What follows belongs to an exercise in optimizing a design on an open flow for small area and a short achievable clock period; a production flow would make more cautious choices.
Function was checked by simulation only, so behaviour that the tests miss may differ from the original.

## varcic_mc
module varcic_mc #(
  parameter int STAGES    = 5,
  parameter int IN_WIDTH  = 18,
  parameter int OUT_WIDTH = 18,
  parameter int ACC_WIDTH = 48,
  parameter int CHANNELS  = 2
) (
  input  logic                          clock,
  input  logic                          reset,
  input  logic [5:0]                    decimation,
  input  logic [5:0]                    out_shift,
  input  logic                          in_strobe,
  input  logic [CHANNELS*IN_WIDTH-1:0]  in_data,
  output logic                          out_strobe,
  output logic [CHANNELS*OUT_WIDTH-1:0] out_data,
  output logic                          overflow
);
Size in the first run: about 6,300 cells after synthesis, roughly 89 I/O pins.
clock: 16.0 ns
lec_check: 0
cap_margin: 20
core_margin: 2
core_utilization: 55
cts_buf_list: sky130_fd_sc_hd__clkbuf_16
cts_cluster_diameter: 90
cts_cluster_size: 27
slew_margin: 20
synth_hierarchical: 1
synth_minimum_keep_size: 0
standard.sh (not shown) runs the stock make flow with config.mk's settings and CLKGATE_MAP_FILE= SYNTH_SCRIPT=/design/flow/synth_recipe.tcl, a recipe that flattens the netlist after the stock synthesis.
==> flow/flow/run.sh <==
#!/bin/bash
set -euo pipefail
export SETUP_SLACK_MARGIN=11.8
export BUFFER_PORTS_ARGS="-buffer_cell sky130_fd_sc_hd__buf_4"
bash standard.sh > standard_flow.log 2>&1
Next try:
==> flow/flow/run.sh (replaced) <==
#!/bin/bash
set -euo pipefail
export SETUP_SLACK_MARGIN=11.45
export BUFFER_PORTS_ARGS="-buffer_cell sky130_fd_sc_hd__buf_4"
bash standard.sh > standard_flow.log 2>&1
PLACE_DENSITY = 0.7   (was unset)
Effect: Via count is higher by 0.73%. Worst setup slack loses 0.081 ns. Wire length is lower by 3.1%. Global-route usage is lower by 1.1 points. Utilization is lower by 0.25 points. Die area is unchanged. Cell count barely changes. Cell area is lower by 0.39%.
Next try:
==> flow/flow/run.sh (replaced) <==
#!/bin/bash
set -euo pipefail
export SETUP_SLACK_MARGIN=11.2
export BUFFER_PORTS_ARGS="-buffer_cell sky130_fd_sc_hd__buf_4"
bash standard.sh > standard_flow.log 2>&1
CTS_CLUSTER_DIAMETER = 80   (was 90)
CTS_CLUSTER_SIZE = 24   (was 27)
PLACE_DENSITY = unset   (was 0.7)
The changed run completed without violations.
Worst setup slack is better by 0.012 ns.
Sequential share of layout area drops by 0.17 points.


varcic_mc, a different RTL version from the one above (not shown whole).
Size: roughly 6200 cells after synthesis, ~0.088 mm2 of cells after synthesis.
## varcic_mc
module varcic_mc #(
  parameter int STAGES    = 5,
  parameter int IN_WIDTH  = 18,
  parameter int OUT_WIDTH = 18,
  parameter int ACC_WIDTH = 48,
  parameter int CHANNELS  = 2
) (
  input  logic                          clock,
  input  logic                          reset,
  input  logic [5:0]                    decimation,
  input  logic [5:0]                    out_shift,
  input  logic                          in_strobe,
  input  logic [CHANNELS*IN_WIDTH-1:0]  in_data,
  output logic                          out_strobe,
  output logic [CHANNELS*OUT_WIDTH-1:0] out_data,
  output logic                          overflow
);
clock: 16.0 ns
lec_check: 0
cap_margin: 20
core_margin: 2
core_utilization: 55
cts_buf_list: sky130_fd_sc_hd__clkbuf_16
cts_cluster_diameter: 100
cts_cluster_size: 30
slew_margin: 20
synth_hierarchical: 1
synth_minimum_keep_size: 0
==> flow/flow/run.sh <==
#!/bin/bash
set -euo pipefail
export SETUP_SLACK_MARGIN=11.3
export BUFFER_PORTS_ARGS="-buffer_cell sky130_fd_sc_hd__buf_4"
bash standard.sh > standard_flow.log 2>&1
The baseline ran to the end with no violations.
Edit:
--- a/flow/config.mk
+++ b/flow/config.mk
@@ -11,3 +11 @@
-export CTS_BUF_LIST = sky130_fd_sc_hd__clkbuf_16
-export CTS_CLUSTER_DIAMETER = 100
-export CTS_CLUSTER_SIZE = 30
+export CTS_BUF_LIST = sky130_fd_sc_hd__clkbuf_8
Outcome: The new run finished clean; setup slack loses 18 ps; via count went up by 2.2%; design area is higher by 3.0%; count of clock-buffer cells in the layout rose by 181.
Edit:
--- a/flow/config.mk
+++ b/flow/config.mk
@@ -11 +11,3 @@
-export CTS_BUF_LIST = sky130_fd_sc_hd__clkbuf_8
+export CTS_BUF_LIST = sky130_fd_sc_hd__clkbuf_16
+export CTS_CLUSTER_DIAMETER = 80
+export CTS_CLUSTER_SIZE = 24
Outcome: The new run went through all stages and came out clean. Via count fell by 1.3%. Final cell count falls by 2.6%. Worst setup slack gains 12 ps. Final area goes down by about 0.9%.
Edit:
--- a/flow/flow/run.sh
+++ b/flow/flow/run.sh
@@ -3 +3 @@
-export SETUP_SLACK_MARGIN=11.3
+export SETUP_SLACK_MARGIN=11.6
--- a/flow/config.mk
+++ b/flow/config.mk
@@ -11,3 +11 @@
-export CTS_BUF_LIST = sky130_fd_sc_hd__clkbuf_16
-export CTS_CLUSTER_DIAMETER = 80
-export CTS_CLUSTER_SIZE = 24
+export CTS_BUF_LIST = sky130_fd_sc_hd__clkbuf_8
Effect: Hold slack is worse by 32 ps. Wire length rises by 0.71%. Final area rises by 2.5%. Die area does not change. Maximum frequency hardly moves.

[separate check: timing with driven ports]
The flow's constraints put no driver on any port. The routed layouts listed below were extracted and timed again, unchanged, in two steps. Step 1 (the two cells are an assumption about what drives the block):
set clk [get_ports {clock}]
set_driving_cell -lib_cell sky130_fd_sc_hd__clkbuf_16 $clk
set_driving_cell -lib_cell sky130_fd_sc_hd__buf_2 [delete_from_list [all_inputs] $clk]
Step 2, shift: input delay + t, output delay - t, t = (earliest + latest rising clock arrival at the registers) / 2. This alone moves slack from input paths to output paths. a / b / c = ideal ports / drivers / drivers and shift; a / b = the first two.
run | shift t [ns] | setup WS [ns] | latest minus earliest clock arrival (ns)
the first run of note 1 | 0.793 | 11.205 / 11.205 / 10.625 | 0.064 / 0.064
the second run of note 1 | 0.780 | 11.125 / 11.125 / 10.615 | 0.053 / 0.053
the third run of note 1 | 0.818 | 11.137 / 11.137 / 10.541 | 0.049 / 0.048
the first run of note 2 | 0.804 | 11.188 / 11.188 / 10.669 | 0.065 / 0.065
the second run of note 2 | 1.050 | 11.170 / 11.155 / 10.373 | 0.067 / 0.067
the third run of note 2 | 0.832 | 11.182 / 11.182 / 10.672 | 0.043 / 0.043
the fourth run of note 2 | 1.054 | 11.170 / 11.170 / 10.637 | 0.056 / 0.056
After both steps every run listed still meets setup and hold. The setup slack of the second run of note 2, which loses most, moves by -0.015 ns with the drivers and by -0.797 ns with both steps.
